From an optimization exercise on the open Yosys and OpenROAD flow, aimed at small area, a short achievable clock period and few clock cycles per item; shortcuts taken in it are not production practice. Only simulation tests tie the RTL to the original design; equivalence was not proved. No activity file was given, so power comes from the tool's default toggle rates.

Setup of v15:
// call_arbiter
module call_arbiter (
    input  wire                                  clk,
    input  wire                                  rstn,
    input  wire  [8-1:0]               call_vld_i,
    input  wire  [8*($clog2(4) + $clog2(4) + 1 + 16 + 2 * 16)-1:0]     call_req_i,
    output logic [8-1:0]               call_rdy_o,
    input  wire  [4-1:0]              child_rdy_i,
    output logic                                 call_vld_o,
    output logic [($clog2(8) + ($clog2(4) + $clog2(4) + 1 + 16 + 2 * 16))-1:0]                 call_o
);
    localparam int NP = 8;
    logic [NP*$clog2(4)-1:0]  child;
    logic [NP-1:0]              grant;
    logic                       any;
    logic [NP-1:0]              mask;
    logic [NP-1:0]              mask_next;
    logic [($clog2(8) + ($clog2(4) + $clog2(4) + 1 + 16 + 2 * 16))-1:0]       sel;
    always_comb begin
        for (int p = 0; p < NP; p++) begin
            child[p*$clog2(4) +: $clog2(4)] =
                call_req_i[p*($clog2(4) + $clog2(4) + 1 + 16 + 2 * 16) + (($clog2(4) + $clog2(4) + 1 + 16 + 2 * 16) - $clog2(4)) +: $clog2(4)];
        end
    end
    rr_picker i_pick (
        .call_vld_i (call_vld_i),
        .child_i    (child),
        .child_rdy_i(child_rdy_i),
        .mask_i     (mask),
  ...
Size: about 510 cells after synthesis, ~500 I/O pins, roughly 4300 um^2 of cells after synthesis.
Settings: LEC_CHECK=0, CAP_MARGIN=20, CORE_AREA=2.5 2.5 169.5 169.5, CTS_BUF_LIST=sky130_fd_sc_hd__clkbuf_8, DIE_AREA=0 0 172 172, PLACE_DENSITY=0.45, SETUP_SLACK_MARGIN=1.3, SLEW_MARGIN=20, SYNTH_HIERARCHICAL=1, TNS_END_PERCENT=0; clock period 4.0 ns.
standard.sh (not shown) runs the stock make flow with config.mk's settings and CLKGATE_MAP_FILE= SYNTH_SCRIPT=/design/flow/synth_recipe.tcl, a recipe that flattens the netlist after the stock synthesis.
==> flow/flow/run.sh <==
#!/bin/bash
# The standard layout (standard.sh), with two changes:
# - synthesis maps the rr_picker module (the pick behind call_rdy_o and
#   call_o) with a delay-oriented ABC script, see my_synth.tcl; all else as
#   standard
# - port buffers are plain buf_1 cells instead of the delay cells that
#   buffer_ports picks by default
set -euo pipefail
export BUFFER_PORTS_ARGS="-buffer_cell sky130_fd_sc_hd__buf_1"
sed "s#SYNTH_SCRIPT=[^ ]*#SYNTH_SCRIPT=$PWD/flow/my_synth.tcl#" standard.sh > own_standard.sh
grep -q "SYNTH_SCRIPT=$PWD/flow/my_synth.tcl" own_standard.sh
bash own_standard.sh > flow_make.log 2>&1
==> flow/flow/fast.script <==
strash
dch
map -p
mfs2
strash
dch
map -p
buffer -c
topo
stime -c
upsize -c
dnsize -c
==> flow/flow/my_synth.tcl <==
# The standard synthesis (synth_recipe.tcl, sourced unchanged), except that
# ABC first maps the round-robin pick module (rr_picker, which drives
# call_rdy_o and the call_o multiplexer) with a delay-oriented script; the
# second call then maps the rest as the standard synthesis does
set own_dir [file dirname [file normalize [info script]]]
set fast_script [file join $own_dir fast.script]
proc abc {args} {
  set i [lsearch -exact $args -script]
  set fast_args [lreplace $args [expr {$i + 1}] [expr {$i + 1}] $::fast_script]
  yosys abc {*}$fast_args rr_picker
  yosys abc {*}$args
}
source [file join [file dirname $own_dir] synth_recipe.tcl]
Testbench counts of v15, summed over its fixed seeds: cycles 3,319, calls 3,072.
### v15 -> v38
# v15
export LEC_CHECK = 0
export CAP_MARGIN = 20
export CORE_AREA = 2.5 2.5 169.5 169.5
export CTS_BUF_LIST = sky130_fd_sc_hd__clkbuf_8
export DIE_AREA = 0 0 172 172
export PLACE_DENSITY = 0.45
export SETUP_SLACK_MARGIN = 1.3
export SLEW_MARGIN = 20
export SYNTH_HIERARCHICAL = 1
export TNS_END_PERCENT = 0
create_clock -name core_clock -period 4.0 [get_ports {clk}]
# v38
export LEC_CHECK = 0
export CAP_MARGIN = 20
export CORE_AREA = 2.5 2.5 169.5 169.5
export CTS_BUF_LIST = sky130_fd_sc_hd__clkbuf_8
export DIE_AREA = 0 0 172 172
export SETUP_SLACK_MARGIN = 1.3
export SLEW_MARGIN = 20
export SYNTH_HIERARCHICAL = 1
export TNS_END_PERCENT = 0
create_clock -name core_clock -period 4.0 [get_ports {clk}]
Findings:
The sequential share of layout area of v38 and that of v15 are within noise of each other. The relative contribution of combinational cells to total power was comparable across v15 and v38. Buffer depth of the longest clock path: v38 vs v15 identical.
#### Input delta (v28 over v38)
diff --git a/flow/flow/run.sh b/flow/flow/run.sh
--- a/flow/flow/run.sh
+++ b/flow/flow/run.sh
@@ -1,3 +1,3 @@
 #!/bin/bash
-# The standard layout (standard.sh), with two changes:
+# The standard layout (standard.sh), with three changes:
 # - synthesis maps the rr_picker module (the pick behind call_rdy_o and
@@ -7,4 +7,6 @@
 #   buffer_ports picks by default
+# - the pick's ports are placed together, see io.tcl
 set -euo pipefail
 export BUFFER_PORTS_ARGS="-buffer_cell sky130_fd_sc_hd__buf_1"
+export IO_CONSTRAINTS="$PWD/flow/io.tcl"
 sed "s#SYNTH_SCRIPT=[^ ]*#SYNTH_SCRIPT=$PWD/flow/my_synth.tcl#" standard.sh > own_standard.sh
==> flow/flow/io.tcl (new file) <==
# keep the ports of the pick (offers, child bits, child readiness and
# call_rdy_o) together on one stretch of the bottom edge, so the path from
# them through the pick back to call_rdy_o stays short
set_io_pin_constraint -region bottom:50-120 -pin_names [list \
    {call_vld_i[0]} \
    {call_vld_i[1]} \
    {call_vld_i[2]} \
    {call_vld_i[3]} \
    {call_vld_i[4]} \
    {call_vld_i[5]} \
    {call_vld_i[6]} \
    {call_vld_i[7]} \
    {child_rdy_i[0]} \
    {child_rdy_i[1]} \
    {child_rdy_i[2]} \
    {child_rdy_i[3]} \
    {call_rdy_o[0]} \
    {call_rdy_o[1]} \
    {call_rdy_o[2]} \
    {call_rdy_o[3]} \
    {call_rdy_o[4]} \
    {call_rdy_o[5]} \
    {call_rdy_o[6]} \
    {call_rdy_o[7]} \
    {call_req_i[51]} \
    {call_req_i[52]} \
    {call_req_i[104]} \
    {call_req_i[105]} \
    {call_req_i[157]} \
    {call_req_i[158]} \
    {call_req_i[210]} \
    {call_req_i[211]} \
    {call_req_i[263]} \
    {call_req_i[264]} \
    {call_req_i[316]} \
    {call_req_i[317]} \
    {call_req_i[369]} \
    {call_req_i[370]} \
    {call_req_i[422]} \
    {call_req_i[423]} \
]
v28: done, clean on timing, DRC and antenna. v28 vs v38, final weighted congestion in routability-driven placement went down by 0.0063. Of v38 and v28, the run reporting the higher number of gates on the worst path with buffers counted was v28. Power: v28 draws more than v38. On combinational fraction of design power: between v38 and v28, it ends up higher for v38. Global-route wire length before repair across v38 and v28: no real change. v38 ended up with sky130_fd_sc_hd__a211o_1 as its slowest stage cell on the critical path; v28 ended up with sky130_fd_sc_hd__nor3_4. Of v38 and v28, the higher number of buffers outside the clock class in the layout belongs to v38. The initial antenna violation count number comes out lower for v28 vs v38.
Input-level comparison between v21 and v28:
# v28
export LEC_CHECK = 0
export CAP_MARGIN = 20
export CORE_AREA = 2.5 2.5 169.5 169.5
export CTS_BUF_LIST = sky130_fd_sc_hd__clkbuf_8
export DIE_AREA = 0 0 172 172
export SETUP_SLACK_MARGIN = 1.3
export SLEW_MARGIN = 20
export SYNTH_HIERARCHICAL = 1
export TNS_END_PERCENT = 0
create_clock -name core_clock -period 4.0 [get_ports {clk}]
# v21
export LEC_CHECK = 0
export CAP_MARGIN = 20
export CORE_AREA = 2.5 2.5 169.5 169.5
export CTS_BUF_LIST = sky130_fd_sc_hd__clkbuf_8
export DIE_AREA = 0 0 172 172
export SETUP_SLACK_MARGIN = 1.3
export SLEW_MARGIN = 20
export SYNTH_HIERARCHICAL = 1
export TNS_END_PERCENT = 100
create_clock -name core_clock -period 4.0 [get_ports {clk}]
diff --git a/flow/flow/run.sh b/flow/flow/run.sh
--- a/flow/flow/run.sh
+++ b/flow/flow/run.sh
@@ -1,3 +1,3 @@
 #!/bin/bash
-# The standard layout (standard.sh), with three changes:
+# The standard layout (standard.sh), with two changes:
 # - synthesis maps the rr_picker module (the pick behind call_rdy_o and
@@ -7,6 +7,4 @@
 #   buffer_ports picks by default
-# - the pick's ports are placed together, see io.tcl
 set -euo pipefail
 export BUFFER_PORTS_ARGS="-buffer_cell sky130_fd_sc_hd__buf_1"
-export IO_CONSTRAINTS="$PWD/flow/io.tcl"
 sed "s#SYNTH_SCRIPT=[^ ]*#SYNTH_SCRIPT=$PWD/flow/my_synth.tcl#" standard.sh > own_standard.sh
removed: flow/flow/io.tcl
==> notes.md <==
- v21 went all the way through the flow, and no timing, DRC or antenna check failed.
- Going from v28 to v21, clock-buffer cell count now sits lower, reported clock group power now sits lower.
- Higher final critical-path share of the clock period was reported by v28, not v21.
- Global-route usage delta for v21 relative to v28: 0.22 points higher
- Fmax: v21 higher than v28
- Compared with v28, v21 shows a worst setup slack before clock tree synthesis that is 0.0087 ns higher.
- v21 against v28: worst-skew pair later-pin latency closely matched the old numbers; static leakage went up; die area ~0 delta; number of buffers other than clock buffers in the final layout now sits higher.

========
Setup of run 1:
call_arbiter again, from the RTL that the note above started with.
// call_arbiter
module call_arbiter (
    input  wire                                  clk,
    input  wire                                  rstn,
    input  wire  [8-1:0]               call_vld_i,
    input  wire  [8*($clog2(4) + $clog2(4) + 1 + 16 + 2 * 16)-1:0]     call_req_i,
    output logic [8-1:0]               call_rdy_o,
    input  wire  [4-1:0]              child_rdy_i,
    output logic                                 call_vld_o,
    output logic [($clog2(8) + ($clog2(4) + $clog2(4) + 1 + 16 + 2 * 16))-1:0]                 call_o
);
Settings: LEC_CHECK=0, CAP_MARGIN=20, CORE_AREA=2.5 2.5 169.5 169.5, CTS_BUF_LIST=sky130_fd_sc_hd__clkbuf_8, DIE_AREA=0 0 172 172, SLEW_MARGIN=20, SYNTH_HIERARCHICAL=1; clock period 4.0 ns.
==> flow/flow/run.sh <==
#!/bin/bash
# The standard layout (standard.sh), with two changes:
# - synthesis maps the rr_picker module (the pick behind call_rdy_o and
#   call_o) with a delay-oriented ABC script, see my_synth.tcl; all else as
#   standard
# - port buffers are plain buf_1 cells instead of the delay cells that
#   buffer_ports picks by default
set -euo pipefail
export BUFFER_PORTS_ARGS="-buffer_cell sky130_fd_sc_hd__buf_1"
sed "s#SYNTH_SCRIPT=[^ ]*#SYNTH_SCRIPT=$PWD/flow/my_synth.tcl#" standard.sh > own_standard.sh
grep -q "SYNTH_SCRIPT=$PWD/flow/my_synth.tcl" own_standard.sh
bash own_standard.sh > flow_make.log 2>&1
Scripts as last shown in full above: flow/flow/fast.script, flow/flow/my_synth.tcl
Testbench counts of run 1, summed over its fixed seeds: cycles 3,319, calls 3,072.
[inputs] run 2 vs run 1
--- a/flow/config.mk
+++ b/flow/config.mk
@@ -9,3 +9,3 @@
-export CORE_AREA = 2.5 2.5 169.5 169.5
-export CTS_BUF_LIST = sky130_fd_sc_hd__clkbuf_8
-export DIE_AREA = 0 0 172 172
+export CORE_AREA = 2.5 2.5 177.5 177.5
+export DIE_AREA = 0 0 180 180
+export SETUP_SLACK_MARGIN = 1.3
@@ -13,0 +14 @@
+export TNS_END_PERCENT = 0
==> comparison <==
- In the reports for run 2 and run 1, the larger clock share of power belongs to run 2.
- Compared with run 1, in run 2 met1 usage went up by 1.4 points; shortest period the worst path allows saw a decrease; setup skew after layout lost 0.0088 ns.
For run 3, these inputs were changed with respect to run 2:
--- a/flow/config.mk
+++ b/flow/config.mk
@@ -9,0 +10 @@
+export CTS_BUF_LIST = sky130_fd_sc_hd__clkbuf_8
@@ -10,0 +12 @@
+export PLACE_DENSITY = 0.9
Notes after the runs:
- Run 3 vs run 2: total via count after detailed routing up by a few percent
- Run 2 has a higher wire length of the first global-routing pass than run 3.
- Diff run 2 -> run 3: clock tree buffer count of the final layout now sits higher, total routed wire length on the met1 layer now smaller, total length of routed met3 wires +about 25%, register-to-register slack moved up.

========
call_arbiter again, from the RTL that the note above started with.
==> flow/config.mk <==
export PLATFORM = sky130hd
export DESIGN_NAME = call_arbiter
export DESIGN_NICKNAME = call_arbiter
export VERILOG_FILES = /design/flow/design.v
export SDC_FILE = /design/flow/constraint.sdc
export NUM_CORES = 4
export LEC_CHECK = 0
export CAP_MARGIN = 20
export CORE_AREA = 2.5 2.5 177.5 177.5
export CTS_BUF_LIST = sky130_fd_sc_hd__clkbuf_8
export DIE_AREA = 0 0 180 180
export SETUP_SLACK_MARGIN = 1.6
export SLEW_MARGIN = 20
export SYNTH_HIERARCHICAL = 1
export TNS_END_PERCENT = 0
==> flow/constraint.sdc <==
create_clock -name core_clock -period 4.0 [get_ports {clk}]
set_input_delay 0.8000 -clock core_clock [delete_from_list [all_inputs] [get_ports {clk}]]
set_output_delay 0.8000 -clock core_clock [all_outputs]
set_load 0.01 [all_outputs]
Scripts as last shown in full above: flow/flow/run.sh, flow/flow/fast.script, flow/flow/my_synth.tcl
The baseline passed the timing, DRC and antenna checks.
Testbench counts at the start, summed over its fixed seeds: cycles 3,319, calls 3,072.
Change:
Settings changed: CORE_AREA 2.5 2.5 177.5 177.5 to 2.5 2.5 169.5 169.5, CTS_CLUSTER_DIAMETER set to 250, CTS_CLUSTER_SIZE set to 40, DIE_AREA 0 0 180 180 to 0 0 172 172, SETUP_SLACK_MARGIN 1.6 to 1.3.
Effect: Maximum frequency went up by 2.0%; total power is higher by 2.1%; setup slack improves by 57 ps; global-route usage went up by 0.36 points; wire length is about the same.

========
## juniper
call_arbiter again, from the RTL that the note above started with.
==> flow/config.mk <==
export PLATFORM = sky130hd
export DESIGN_NAME = call_arbiter
export DESIGN_NICKNAME = call_arbiter
export VERILOG_FILES = /design/flow/design.v
export SDC_FILE = /design/flow/constraint.sdc
export NUM_CORES = 4
export LEC_CHECK = 0
export CAP_MARGIN = 20
export CORE_AREA = 2.5 2.5 177.5 177.5
export CTS_BUF_LIST = sky130_fd_sc_hd__clkbuf_8
export DIE_AREA = 0 0 180 180
export SETUP_SLACK_MARGIN = 1.3
export SLEW_MARGIN = 20
export SYNTH_HIERARCHICAL = 1
export TNS_END_PERCENT = 0
==> flow/constraint.sdc <==
create_clock -name core_clock -period 4.0 [get_ports {clk}]
set_input_delay 0.8000 -clock core_clock [delete_from_list [all_inputs] [get_ports {clk}]]
set_output_delay 0.8000 -clock core_clock [all_outputs]
set_load 0.01 [all_outputs]
Scripts as last shown in full above: flow/flow/run.sh, flow/flow/fast.script, flow/flow/my_synth.tcl
Testbench counts of juniper, summed over its fixed seeds: cycles 3,319, calls 3,072.
[inputs] quartz vs juniper
diff --git a/flow/config.mk b/flow/config.mk
--- a/flow/config.mk
+++ b/flow/config.mk
@@ -8,8 +8,8 @@
 export CAP_MARGIN = 20
-export CORE_AREA = 2.5 2.5 177.5 177.5
+export CORE_AREA = 2.5 2.5 169.5 169.5
 export CTS_BUF_LIST = sky130_fd_sc_hd__clkbuf_8
-export DIE_AREA = 0 0 180 180
-export SETUP_SLACK_MARGIN = 1.3
+export DIE_AREA = 0 0 172 172
+export SETUP_SLACK_MARGIN = 1.5
 export SLEW_MARGIN = 20
 export SYNTH_HIERARCHICAL = 1
-export TNS_END_PERCENT = 0
+export TNS_END_PERCENT = 10
==> notes.md <==
Measured against each other, juniper and quartz differ in required time at the worst-slack endpoint, the lower figure coming from juniper.
The area of combinational cells with multiple inputs in quartz sits 1.3% above the value recorded for juniper.
Reported for juniper and quartz, number of H-tree levels turned out identical to the last digit.
The following lists how indigo was set up differently from quartz:
==> flow/flow/fast.script <==
strash
if -g
strash
dch
map -p
buffer -c
topo
stime -c
upsize -c
dnsize -c
diff --git a/flow/config.mk b/flow/config.mk
--- a/flow/config.mk
+++ b/flow/config.mk
@@ -11,5 +11,5 @@
 export DIE_AREA = 0 0 172 172
-export SETUP_SLACK_MARGIN = 1.5
+export SETUP_SLACK_MARGIN = 1.3
 export SLEW_MARGIN = 20
 export SYNTH_HIERARCHICAL = 1
-export TNS_END_PERCENT = 10
+export TNS_END_PERCENT = 0
## What came out
The path type of the worst setup path comes out in -> reg in one run and in -> out in the other, namely in quartz and indigo respectively. Cmp quartz and indigo / routed wire length / lower: quartz. Stage delay of the slowest cell on the critical path (indigo over quartz): decrease, 0.35 ns. In the metrics for quartz and indigo, the one carrying the lower final critical delay including setup and external delays is indigo. Compared with quartz, indigo shows layout buffer count excluding clock buffers that has gone up slightly. On post-route standard cell area excluding fillers: between quartz and indigo, it ends up lower for quartz. Compared with quartz, indigo shows a higher final setup slack of the worst path. Min global-route usage across quartz and indigo: quartz. The area growth from synthesis to layout in indigo was lower than what quartz gave. Comparing quartz and indigo, the lower number of non-filler instances in the completed layout was measured on quartz.
## Diff of input files: fjord against indigo
diff --git a/flow/flow/run.sh b/flow/flow/run.sh
--- a/flow/flow/run.sh
+++ b/flow/flow/run.sh
@@ -1,3 +1,3 @@
 #!/bin/bash
-# The standard layout (standard.sh), with two changes:
+# The standard layout (standard.sh), with three changes:
 # - synthesis maps the rr_picker module (the pick behind call_rdy_o and
@@ -7,4 +7,6 @@
 #   buffer_ports picks by default
+# - the pick's ports are placed together, see io.tcl
 set -euo pipefail
 export BUFFER_PORTS_ARGS="-buffer_cell sky130_fd_sc_hd__buf_1"
+export IO_CONSTRAINTS="$PWD/flow/io.tcl"
 sed "s#SYNTH_SCRIPT=[^ ]*#SYNTH_SCRIPT=$PWD/flow/my_synth.tcl#" standard.sh > own_standard.sh
==> flow/flow/fast.script <==
strash
dch
map -p
mfs2
strash
dch
map -p
buffer -c
topo
stime -c
upsize -c
dnsize -c
==> flow/flow/io.tcl (new file) <==
# keep the ports of the pick (offers, child bits, child readiness and
# call_rdy_o) together on one stretch of the bottom edge, so the path from
# them through the pick back to call_rdy_o stays short
set_io_pin_constraint -region bottom:50-120 -pin_names [list \
    {call_vld_i[0]} \
    {call_vld_i[1]} \
    {call_vld_i[2]} \
    {call_vld_i[3]} \
    {call_vld_i[4]} \
    {call_vld_i[5]} \
    {call_vld_i[6]} \
    {call_vld_i[7]} \
    {child_rdy_i[0]} \
    {child_rdy_i[1]} \
    {child_rdy_i[2]} \
    {child_rdy_i[3]} \
    {call_rdy_o[0]} \
    {call_rdy_o[1]} \
    {call_rdy_o[2]} \
    {call_rdy_o[3]} \
    {call_rdy_o[4]} \
    {call_rdy_o[5]} \
    {call_rdy_o[6]} \
    {call_rdy_o[7]} \
    {call_req_i[51]} \
    {call_req_i[52]} \
    {call_req_i[104]} \
    {call_req_i[105]} \
    {call_req_i[157]} \
    {call_req_i[158]} \
    {call_req_i[210]} \
    {call_req_i[211]} \
    {call_req_i[263]} \
    {call_req_i[264]} \
    {call_req_i[316]} \
    {call_req_i[317]} \
    {call_req_i[369]} \
    {call_req_i[370]} \
    {call_req_i[422]} \
    {call_req_i[423]} \
]
diff --git a/flow/config.mk b/flow/config.mk
--- a/flow/config.mk
+++ b/flow/config.mk
@@ -11,3 +11,3 @@
 export DIE_AREA = 0 0 172 172
-export SETUP_SLACK_MARGIN = 1.3
+export SETUP_SLACK_MARGIN = 1.5
 export SLEW_MARGIN = 20
Notes after the runs:
Detailed route, fjord vs indigo: via total lower for fjord
Worst setup slack (fjord over indigo): decrease, 0.065 ns
Fraction of area in registers was lower in indigo than in fjord.
On largest voltage drop on the vdd net, fjord does better than indigo.
Comparing indigo and fjord, the lower worst hold slack was measured on indigo.
Going from indigo to fjord, number of instances resized during post-cts repair lower, count of inserted antenna diode cells climbed 5, power density over cell area now larger.

[port drivers added, routing unchanged]
The flow's constraints put no driver on any port. The routed layouts listed below were extracted and timed again, unchanged, in two steps. Step 1 assumes that a clkbuf_16 drives the clock port and a buf_2 every other input. Step 2 moves the port delays by t, midway between the first and last clock arrival at a register: inputs arrive t later, outputs are due t later. That takes back most of the time a late clock gives input paths. Three values: ideal ports, drivers, drivers and shift; two values: the first two.
run	t (ns)	setup WS [ns]	clock arrival spread, ns	slew at the worst register clock pin (ns)
v15	0.396	1.055 / 1.002 / 0.715	0.012 / 0.013	0.09 / 0.09
v38	0.391	1.147 / 1.108 / 0.822	0.021 / 0.021	0.09 / 0.09
v28	0.386	1.124 / 1.095 / 0.859	0.020 / 0.020	0.09 / 0.09
v21	0.391	1.152 / 1.098 / 0.805	0.023 / 0.023	0.10 / 0.10
run 1	0.391	0.834 / 0.807 / 0.704	0.025 / 0.025	0.10 / 0.10
run 2	0.380	1.098 / 1.045 / 0.806	0.012 / 0.012	0.07 / 0.07
run 3	0.403	1.113 / 1.092 / 0.865	0.012 / 0.012	0.08 / 0.08
the first run of note 3	0.414	1.090 / 1.060 / 0.737	0.017 / 0.017	0.09 / 0.09
the second run of note 3	0.391	1.147 / 1.108 / 0.822	0.021 / 0.021	0.09 / 0.09
juniper	0.395	1.090 / 1.038 / 0.783	0.017 / 0.017	0.09 / 0.09
quartz	0.393	1.128 / 1.080 / 0.716	0.012 / 0.013	0.10 / 0.10
indigo	0.384	1.196 / 1.137 / 1.015	0.022 / 0.022	0.09 / 0.09
fjord	0.384	1.131 / 1.085 / 0.764	0.016 / 0.016	0.08 / 0.08
After both steps setup and hold are still met in every run listed. For quartz, which loses most, drivers alone change the setup slack by -0.048 ns; drivers and shift together by -0.412 ns.
